From an optimization exercise on the open Yosys and OpenROAD flow, aimed at small area, a short achievable clock period and few clock cycles; shortcuts taken in it are not production practice.
Only simulation tests tie the RTL to the original design; equivalence was not proved.

===== flow/design.v =====
package rv_defs;
  typedef enum logic [2:0] {
    MD_MUL    = 3'b000,
    MD_MULH   = 3'b001,
    MD_MULHSU = 3'b010,
    MD_MULHU  = 3'b011,
    MD_DIV    = 3'b100,
    MD_DIVU   = 3'b101,
    MD_REM    = 3'b110,
    MD_REMU   = 3'b111
  } md_fun_e;
  localparam int S_IDLE = 0;
  localparam int S_MUL  = 1;   
  localparam int S_MULC = 2;   
  localparam int S_DIV0 = 3;   
  localparam int S_DIV  = 4;   
  localparam int S_DONE = 5;
  localparam int NumStates = 6;
  function automatic logic fun_is_div(logic [2:0] f);
    fun_is_div = f[2];
  endfunction
  function automatic logic fun_div_signed(logic [2:0] f);
    fun_div_signed = !f[0];
  endfunction
endpackage
module rv_divider (
  input  logic [31:0] x_i,
  output logic [5:0]  lz_o
);
  logic [15:0] z1;  logic [15:0][0:0] c1;
  logic [7:0]  z2;  logic [7:0][1:0]  c2;
  logic [3:0]  z3;  logic [3:0][2:0]  c3;
  logic [1:0]  z4;  logic [1:0][3:0]  c4;
  logic        z5;  logic [4:0]       c5;
  always_comb begin
    for (int i = 0; i < 16; i++) begin
      z1[i] = ~x_i[2*i+1] & ~x_i[2*i];
      c1[i] = ~x_i[2*i+1];
    end
    for (int i = 0; i < 8; i++) begin
      z2[i] = z1[2*i+1] & z1[2*i];
      c2[i] = z1[2*i+1] ? {1'b1, c1[2*i]} : {1'b0, c1[2*i+1]};
    end
    for (int i = 0; i < 4; i++) begin
      z3[i] = z2[2*i+1] & z2[2*i];
      c3[i] = z2[2*i+1] ? {1'b1, c2[2*i]} : {1'b0, c2[2*i+1]};
    end
    for (int i = 0; i < 2; i++) begin
      z4[i] = z3[2*i+1] & z3[2*i];
      c4[i] = z3[2*i+1] ? {1'b1, c3[2*i]} : {1'b0, c3[2*i+1]};
    end
    z5 = z4[1] & z4[0];
    c5 = z4[1] ? {1'b1, c4[0]} : {1'b0, c4[1]};
    lz_o = z5 ? 6'd32 : {1'b0, c5};
  end
endmodule
module rv_muldiv #(
  parameter int g_width = 32
) (
  input  logic               clk_i,
  input  logic               rst_n_i,
  input  logic               x_stall_i,
  input  logic               x_kill_i,
  input  logic               d_valid_i,
  input  logic               d_is_muldiv_i,
  input  logic [2:0]         d_fun_i,
  input  logic [g_width-1:0] d_rs1_i,
  input  logic [g_width-1:0] d_rs2_i,
  output logic               x_stall_req_o,
  output logic [g_width-1:0] x_rd_o,
  output logic               x_done_o
);
  localparam int NS = rv_defs::NumStates;
  logic [NS-1:0] st_q, st_d;       
  logic [33:0]   a_q, a_d;         
  logic [31:0]   l_q, l_d;         
  logic [39:0]   h_q, h_d;         
  logic [11:0]   bsel_q, bsel_d;   
  logic [4:0]    cnt_q, cnt_d;
  logic [2:0]    osel_q, osel_d;   
  logic          neg_q, neg_d, corr_q, corr_d;
  logic          busy_q;           
  logic          load, start;
  assign load  = d_valid_i & d_is_muldiv_i & st_q[rv_defs::S_IDLE];
  assign start = load & rst_n_i & ~x_kill_i;
  function automatic logic [11:0] booth_dec(logic [8:0] x);
    logic [3:0] one, two, neg;
    for (int j = 0; j < 4; j++) begin
      one[j] = x[2*j] ^ x[2*j+1];
      two[j] = (x[2*j+2] & ~x[2*j+1] & ~x[2*j]) | (~x[2*j+2] & x[2*j+1] & x[2*j]);
      neg[j] = x[2*j+2];
    end
    booth_dec = {neg, two, one};
  endfunction
  localparam logic [11:0] BoothPlusOne = 12'b0000_0000_0001;
  logic [3:0]  b_one, b_two, b_neg;
  logic [33:0] pp [4];
  logic [39:0] msum;
  assign {b_neg, b_two, b_one} = bsel_q;
  always_comb begin
    for (int j = 0; j < 4; j++)
      pp[j] = (({34{b_one[j]}} & {a_q[32], a_q[32:0]}) |
               ({34{b_two[j]}} & {a_q[32:0], 1'b0})) ^ {34{b_neg[j]}};
  end
  localparam logic [39:0] SignFix = 40'h55_8000_0000;
  logic [39:0] r0, r1, r2, r3, r4, r5;
  logic [39:0] s1, c1, s2, c2, s3, c3, s4, c4;
  function automatic logic [79:0] csa(logic [39:0] x, logic [39:0] y, logic [39:0] z);
    csa = {((x & y) | (x & z) | (y & z)) << 1, x ^ y ^ z};
  endfunction
  assign r0 = {8'd0, ~h_q[39], h_q[38:8]};
  assign r1 = {6'd0, ~pp[0][33], pp[0][32:0]};
  assign r2 = {4'd0, ~pp[1][33], pp[1][32:0], 2'b0};
  assign r3 = {2'd0, ~pp[2][33], pp[2][32:0], 4'b0};
  assign r4 = {~pp[3][33], pp[3][32:0], 6'b0};
  assign r5 = SignFix | {33'd0, b_neg[3], 1'b0, b_neg[2], 1'b0, b_neg[1], 1'b0, b_neg[0]};
  assign {c1, s1} = csa(r0, r1, r2);
  assign {c2, s2} = csa(r3, r4, r5);
  assign {c3, s3} = csa(s1, c1, s2);
  assign {c4, s4} = csa(s3, c3, c2);
  function automatic logic [39:0] ks_add(logic [39:0] x, logic [39:0] y);
    logic [39:0] g, p, gn, pn;
    g = x & y;
    p = x ^ y;
    for (int d = 1; d < 40; d = d * 2) begin
      gn = g;
      pn = p;
      for (int i = d; i < 40; i++) begin
        gn[i] = g[i] | (p[i] & g[i-d]);
        pn[i] = p[i] & p[i-d];
      end
      g = gn;
      p = pn;
    end
    ks_add = (x ^ y) ^ {g[38:0], 1'b0};
  endfunction
  assign msum = ks_add(s4, c4);
  logic        sa, sb, bz, fsa, fsb;
  logic [5:0]  lz_a, lz_b;
  logic [6:0]  dd;
  logic [34:0] dm, diff1, diff2;
  logic [31:0] rem1;
  logic        ge1, ge2;
  assign fsa    = rv_defs::fun_div_signed(d_fun_i) & d_rs1_i[31];
  assign fsb    = rv_defs::fun_div_signed(d_fun_i) & d_rs2_i[31];
  rv_divider u_lz_a (.x_i(d_rs1_i ^ {32{fsa}}), .lz_o(lz_a));
  rv_divider u_lz_b (.x_i(d_rs2_i ^ {32{fsb}}), .lz_o(lz_b));
  assign sa     = h_q[32];
  assign sb     = h_q[33];
  assign bz     = (l_q == '0);
  assign dd     = {2'b00, cnt_q} - {1'b0, a_q[5:0]};
  assign dm    = {a_q[33], a_q} ^ {35{~sb}};
  assign diff1 = {3'b000, h_q[31:0]} + dm + {34'd0, ~sb};
  assign ge1   = ~diff1[34];
  assign rem1  = ge1 ? diff1[31:0] : h_q[31:0];
  assign diff2 = {3'b000, rem1} + {dm[34], dm[34:1]} + {34'd0, ~sb};
  assign ge2   = ~diff2[34];
  logic [31:0] res, neg_out;
  assign res     = ({32{osel_q[2]}} & h_q[39:8]) |
                   ({32{osel_q[1]}} & h_q[31:0]) |
                   ({32{osel_q[0]}} & l_q);
  assign neg_out = (res ^ {32{neg_q}}) + {31'd0, neg_q};
  logic is_div;
  assign is_div = rv_defs::fun_is_div(d_fun_i);
  always_comb begin
    st_d    = st_q;
    a_d     = a_q;
    l_d     = l_q;
    h_d     = h_q;
    bsel_d  = bsel_q;
    cnt_d   = cnt_q;
    osel_d  = osel_q;
    neg_d   = neg_q;
    corr_d  = corr_q;
    case (1'b1)
      st_q[rv_defs::S_IDLE]: begin
        a_d    = {1'b0, (d_fun_i[0] ^ d_fun_i[1]) & d_rs1_i[31], d_rs1_i};
        l_d    = d_rs2_i;
        bsel_d = booth_dec({d_rs2_i[7:0], 1'b0});
        corr_d = d_fun_i[1] & d_rs2_i[31];
        if (is_div) begin
          a_d[5:0] = lz_a - {5'd0, fsa};   
          h_d    = {5'd0, d_fun_i[1], fsb, fsa, d_rs1_i};
          cnt_d  = lz_b[5] ? 5'd31 : lz_b[4:0];
          osel_d = 3'b010;
          neg_d  = fsa;
        end else begin
          cnt_d  = 5'd3;
          h_d    = '0;
          osel_d = (d_fun_i[1:0] != 2'b00) ? 3'b100 : 3'b001;
          neg_d  = 1'b0;
        end
        if (load) begin
          st_d = '0;
          st_d[is_div ? rv_defs::S_DIV0 : rv_defs::S_MUL] = 1'b1;
        end
      end
      st_q[rv_defs::S_MUL]: begin
        h_d    = msum;
        l_d    = {msum[7:0], l_q[31:8]};
        bsel_d = (cnt_q == 5'd0) ? BoothPlusOne : booth_dec(l_q[15:7]);
        cnt_d  = cnt_q - 5'd1;
        if (cnt_q == 5'd0) begin
          st_d = '0;
          st_d[corr_q ? rv_defs::S_MULC : rv_defs::S_DONE] = 1'b1;
        end
      end
      st_q[rv_defs::S_MULC]: begin
        h_d    = msum;
        osel_d = 3'b010;
        st_d   = '0;
        st_d[rv_defs::S_DONE] = 1'b1;
      end
      st_q[rv_defs::S_DIV0]: begin
        a_d    = {sb, sb, l_q} << {dd[4:1], 1'b1};
        h_d    = {h_q[39:32], neg_out};
        l_d    = bz ? '1 : '0;
        cnt_d  = {1'b0, dd[4:1]};
        osel_d = h_q[34] ? 3'b010 : 3'b001;
        neg_d  = h_q[34] ? sa : (sa ^ sb) & ~bz;
        st_d   = '0;
        st_d[(bz | dd[6]) ? rv_defs::S_DONE : rv_defs::S_DIV] = 1'b1;
      end
      st_q[rv_defs::S_DIV]: begin
        a_d   = {{2{a_q[33]}}, a_q[33:2]};
        h_d   = {h_q[39:32], ge2 ? diff2[31:0] : rem1};
        l_d   = {l_q[29:0], ge1, ge2};
        cnt_d = cnt_q - 5'd1;
        if (cnt_q == 5'd0) begin
          st_d = '0;
          st_d[rv_defs::S_DONE] = 1'b1;
        end
      end
      st_q[rv_defs::S_DONE]: begin
        if (!x_stall_i) begin
          st_d = '0;
          st_d[rv_defs::S_IDLE] = 1'b1;
        end
      end
      default: begin
        st_d = '0;
        st_d[rv_defs::S_IDLE] = 1'b1;
      end
    endcase
    if (x_kill_i) begin
      st_d = '0;
      st_d[rv_defs::S_IDLE] = 1'b1;
    end
  end
  assign x_stall_req_o = ~x_kill_i & (start | busy_q);
  assign x_done_o      = ~x_kill_i & st_q[rv_defs::S_DONE];
  always_ff @(posedge clk_i or negedge rst_n_i) begin
    if (!rst_n_i) begin
      st_q   <= NS'(1) << rv_defs::S_IDLE;
      busy_q <= 1'b0;
    end else begin
      st_q   <= st_d;
      busy_q <= ~(st_d[rv_defs::S_IDLE] | st_d[rv_defs::S_DONE]);
    end
  end
  always_ff @(posedge clk_i) begin
    a_q    <= a_d;
    l_q    <= l_d;
    h_q    <= h_d;
    bsel_q <= bsel_d;
    cnt_q  <= cnt_d;
    osel_q <= osel_d;
    neg_q  <= neg_d;
    corr_q <= corr_d;
  end
  assign x_rd_o = neg_out;
endmodule

===== flow/config.mk =====
export PLATFORM = sky130hd
export DESIGN_NAME = rv_muldiv
export DESIGN_NICKNAME = rv_muldiv
export VERILOG_FILES = /design/flow/design.v
export SDC_FILE = /design/flow/constraint.sdc
export NUM_CORES = 4
export LEC_CHECK = 0
export ABC_AREA = 1
export CAP_MARGIN = 20
export CORE_MARGIN = 2
export CORE_UTILIZATION = 45
export SETUP_SLACK_MARGIN = 4.8
export SLEW_MARGIN = 20

===== flow/standard.sh =====
#!/bin/bash
# synth_recipe.tcl (not shown) runs the flow's synth.tcl, then flattens the netlist and writes it again
# the make line also repeats each setting of config.mk as NAME=value (left out here)
make -C /OpenROAD-flow-scripts/flow DESIGN_CONFIG=/design/flow/config.mk WORK_HOME=/design/flow/orfs CLKGATE_MAP_FILE= SYNTH_SCRIPT=/design/flow/synth_recipe.tcl "${@:-finish}"

===== flow/flow/run.sh =====
#!/bin/bash
set -euo pipefail
export BUFFER_PORTS_ARGS="-buffer_cell sky130_fd_sc_hd__buf_2"
bash standard.sh finish > standard_run.log 2>&1

===== flow/constraint.sdc =====
create_clock -name core_clock -period 10.0 [get_ports {clk_i}]
set_input_delay 2.0000 -clock core_clock [delete_from_list [all_inputs] [get_ports {clk_i}]]
set_output_delay 2.0000 -clock core_clock [all_outputs]
set_load 0.01 [all_outputs]

==> results.txt <==
-- worst max-delay path: cells and delay by family, from the launching register on --
| family | cells | cell delay [ps] |
|---|---|---|
| fa+ha+maj | 2 | 660 |
| buf+inv | 9 | 1280 |
| flops | 1 | 420 |
| simple gates | 12 | 1440 |
| compound gates | 8 | 1220 |
| xor+xnor | 1 | 200 |
-- worst paths after layout --
path,startpoint,to,slack (ps),cells after the start
worst max-delay path,h_q[33],h_q[6],4510,32
worst min-delay path,a_q[33],a_q[33],580,2
worst max register to register,h_q[33],h_q[6],4510,32
worst min register to register,a_q[33],a_q[33],580,2
max in group asynchronous,rst_n_i,st_q[0],8380,1
min in group asynchronous,rst_n_i,busy_q,1380,1
-- per-stage QoR --
step	cell area, µm²	util (%)	instances	setup WS, ps
6_report	29700	59.5	4260	4510
5_1_grt	29700	59.4	4258	4380
4_1_cts	26900	53.8	4144	4580
3_5_place_dp	23800	47.6	4008	2320
3_3_place_gp	23800	47.6	4007	2430
2_1_floorplan	22700	-	3331	4860
-- layout by cell type, fill, tap and decap left out, drive strengths merged, types with 5 or more instances in the layout --
cell type	synthesis	final
a22oi	6	6
ha	156	156
xnor2	69	69
dfrtp	6	6
clkbuf	90	26
nand2	809	809
o221ai	51	51
nor2	226	226
a21boi	9	9
xor2	216	216
nand3b	7	7
inv	413	418
o22ai	139	139
o21a	9	9
clkinv	31	24
o21bai	8	8
or2	15	15
o31ai	5	5
a221oi	7	7
nor3	31	31
a21oi	197	197
a31oi	18	18
nor4	8	8
fa	97	97
a21o	15	15
nand3	132	132
o211ai	31	31
buf	44	347
o21ai	294	294
nand4	32	32
edfxtp	127	127
clkinvlp	0	15
-- metal layers --
layer,GRT usage (%),vias to the layer above
met5,0,-
met2,61.8,1868
met4,24.5,0
li1,-,11700
met1,56.2,12600
met3,6.71,342
-- registers in the layout, summed over array words and instances (netlist names) --
| name | cells |
|---|---|
| h_q | 40 |
| a_q | 34 |
| l_q | 32 |
| bsel_q | 12 |
| st_q | 6 |
| cnt_q | 5 |
| osel_q | 3 |
| busy_q | 1 |
| corr_q | 1 |
| neg_q | 1 |
-- repair_timing --
item                                   CTS  global route
endpoints found under the hold margin    0             0
pin swaps                               88           151
setup endpoints to repair               65            61
buffers inserted                        97           107
resized for setup                      306           380
gates cloned                             7             7
-- cell families (layout without fill, tap and decap cells) --
logic type      count (synthesis)  in the layout  synth area share [%]
other cells                     0              2                     0
fa+ha+maj                     253            253                  17.2
buf+inv                       578            833                  9.78
compound gates                813            813                  21.1
simple gates                 1267           1267                  23.2
xor+xnor                      285            285                  11.1
flops                         135            135                  17.7
-- area by class of cell --
cell class,instances,area share (%)
diodes,2,0.0168
clock buffers,19,1.46
clock inverters,13,0.493
inverters,444,5.91
multi-input cells,2618,65.6
flip-flops and latches,135,13.5
well taps,672,2.83
repair buffers,355,10.1
repair inverters,2,0.0842
==> results_dict.tcl <==
set metrics [dict create \
    tightest_slew_ps 1100 \
    maxUsedRoutingLayer "met4" \
    syn_nets 3657 \
    regArea_mm2 0.00401 \
    overflow 0 \
    synth_ff_type "edfxtp_1" \
    netlist.area_leader.share_pct 16.8 \
    syn_to_final_growth_pct 30.8 \
    finalCritPeriodShare_pct 54.9 \
    wl_met2_um 48500 \
    cts_hold_buf 0 \
    multi_input_area_mm2 0.0195 \
    maxCapViolCount 0 \
    wirelength_um 114000 \
    antenna_left 0 \
    cts_made_buffers 17 \
    required_ps 10190 \
    synth_cell_types 65 \
    grt_max_degree 63 \
    avgRoutedWirePerCell_um 26.9 \
    place.gp.congestion 1.03 \
    dieArea_mm2 0.0523 \
    ys_warn_count 3 \
    nFillCells 4649 \
    cts_htree_levels 4 \
    synth_cells 3331 \
    fin_crit_ps 5490 \
    cts.sinks 135 \
    rsz0062_at_grt "yes" \
    yosysMostFrequentCell "nand2_1" \
    criticalPathCategory "flip-flop to flip-flop" \
    clkTransAtPathRegs_ps 70 \
    fin_hold_ws_ps 575 \
    first_pass_iters 6 \
    hold_violations 0 \
    drive_gt1_share_pct 23.7 \
    nNetsFinal 3899 \
    start_util_pct 45.4 \
    synth.largest_area_cell "edfxtp_1" \
    netlist_area_mm2 0.0227 \
    synth_common_cells "nand2_1, inv_1, o21ai_0" \
    rows 82 \
    wl_met1_um 44700 \
    crit_path_max_fanout 8 \
    cts_buffer_depth 2 \
    antenna_found_initial 3 \
    ioPinCount 107 \
    die_x_um 229 \
    drcViolationCount 0 \
    cp-start-kind "flip-flop" \
    run_status "complete, no violations" \
    vias 26500 \
    core-area_mm2 0.0500 \
    worstSkewPairLatency_ps 450 \
    fp.dieH_um 229 \
    cts-root-buf "clkbuf_16" \
    fmaxAchievable_mhz 182 \
    critPathArrivalTime_ps 5680 \
    port_buffers 106 \
    grt_util_all_layers_pct 41.3 \
    slowest_stage "edfxtp_1" \
    grt_pass1_wl_um 161000 \
    critPathCaptureType "flip-flop" \
    synth-seq-cells 135 \
    maxSlewViolCount 0 \
    avgSynthCellArea_um2 6.82 \
    vias_per_cell 6.23 \
    critical-path-max-stage-delay_ps 420 \
    setup_viol 0 \
    cts_tree "yes" \
    synth_edf_count 127 \
    tns_ps 0 \
    hpwl_um 85300 \
    synth_top_cells_by_area "edfxtp_1, nand2_1, ha_1" \
    synthArstFlopShare_pct 5.19 \
    hp-class "flip-flop to flip-flop" \
    max_slew_margin_pct 26.1 \
    skew_ps 16.5 \
    ys_seq_area_share_pct 17.7 \
    drtIter0Drc 3714 \
    grt_pass1_vias 24400 \
    wl_met3_um 13200 \
]
Testbench counts, summed over its fixed seeds: cycles 19,097.

separate check: timing with driven ports:
The flow's constraints put no driver on any port. The routed layout listed below was extracted and timed again, unchanged, in two steps.
Step 1, drivers: a clkbuf_16 drives clk_i and a buf_2 each remaining input, both assumed.
Step 2 adds t to the input delays and takes it off the output delays; t is the mean of the earliest and latest rising clock arrival at the registers after step 1. Input paths then give back, and output paths get back, about the clock's delay inside the block.
a / b / c = no drivers / after step 1 / after step 2; a / b = the first two.
t, ns: 0.498
setup slack, ns: 4.513 / 4.510 / 4.447
clock arrival spread, ns: 0.016 / 0.016
cell pins on the clock port's net: 1
After both steps this run still meets setup and hold. For this run, drivers alone change the setup slack by -0.003 ns; drivers and shift together by -0.066 ns.
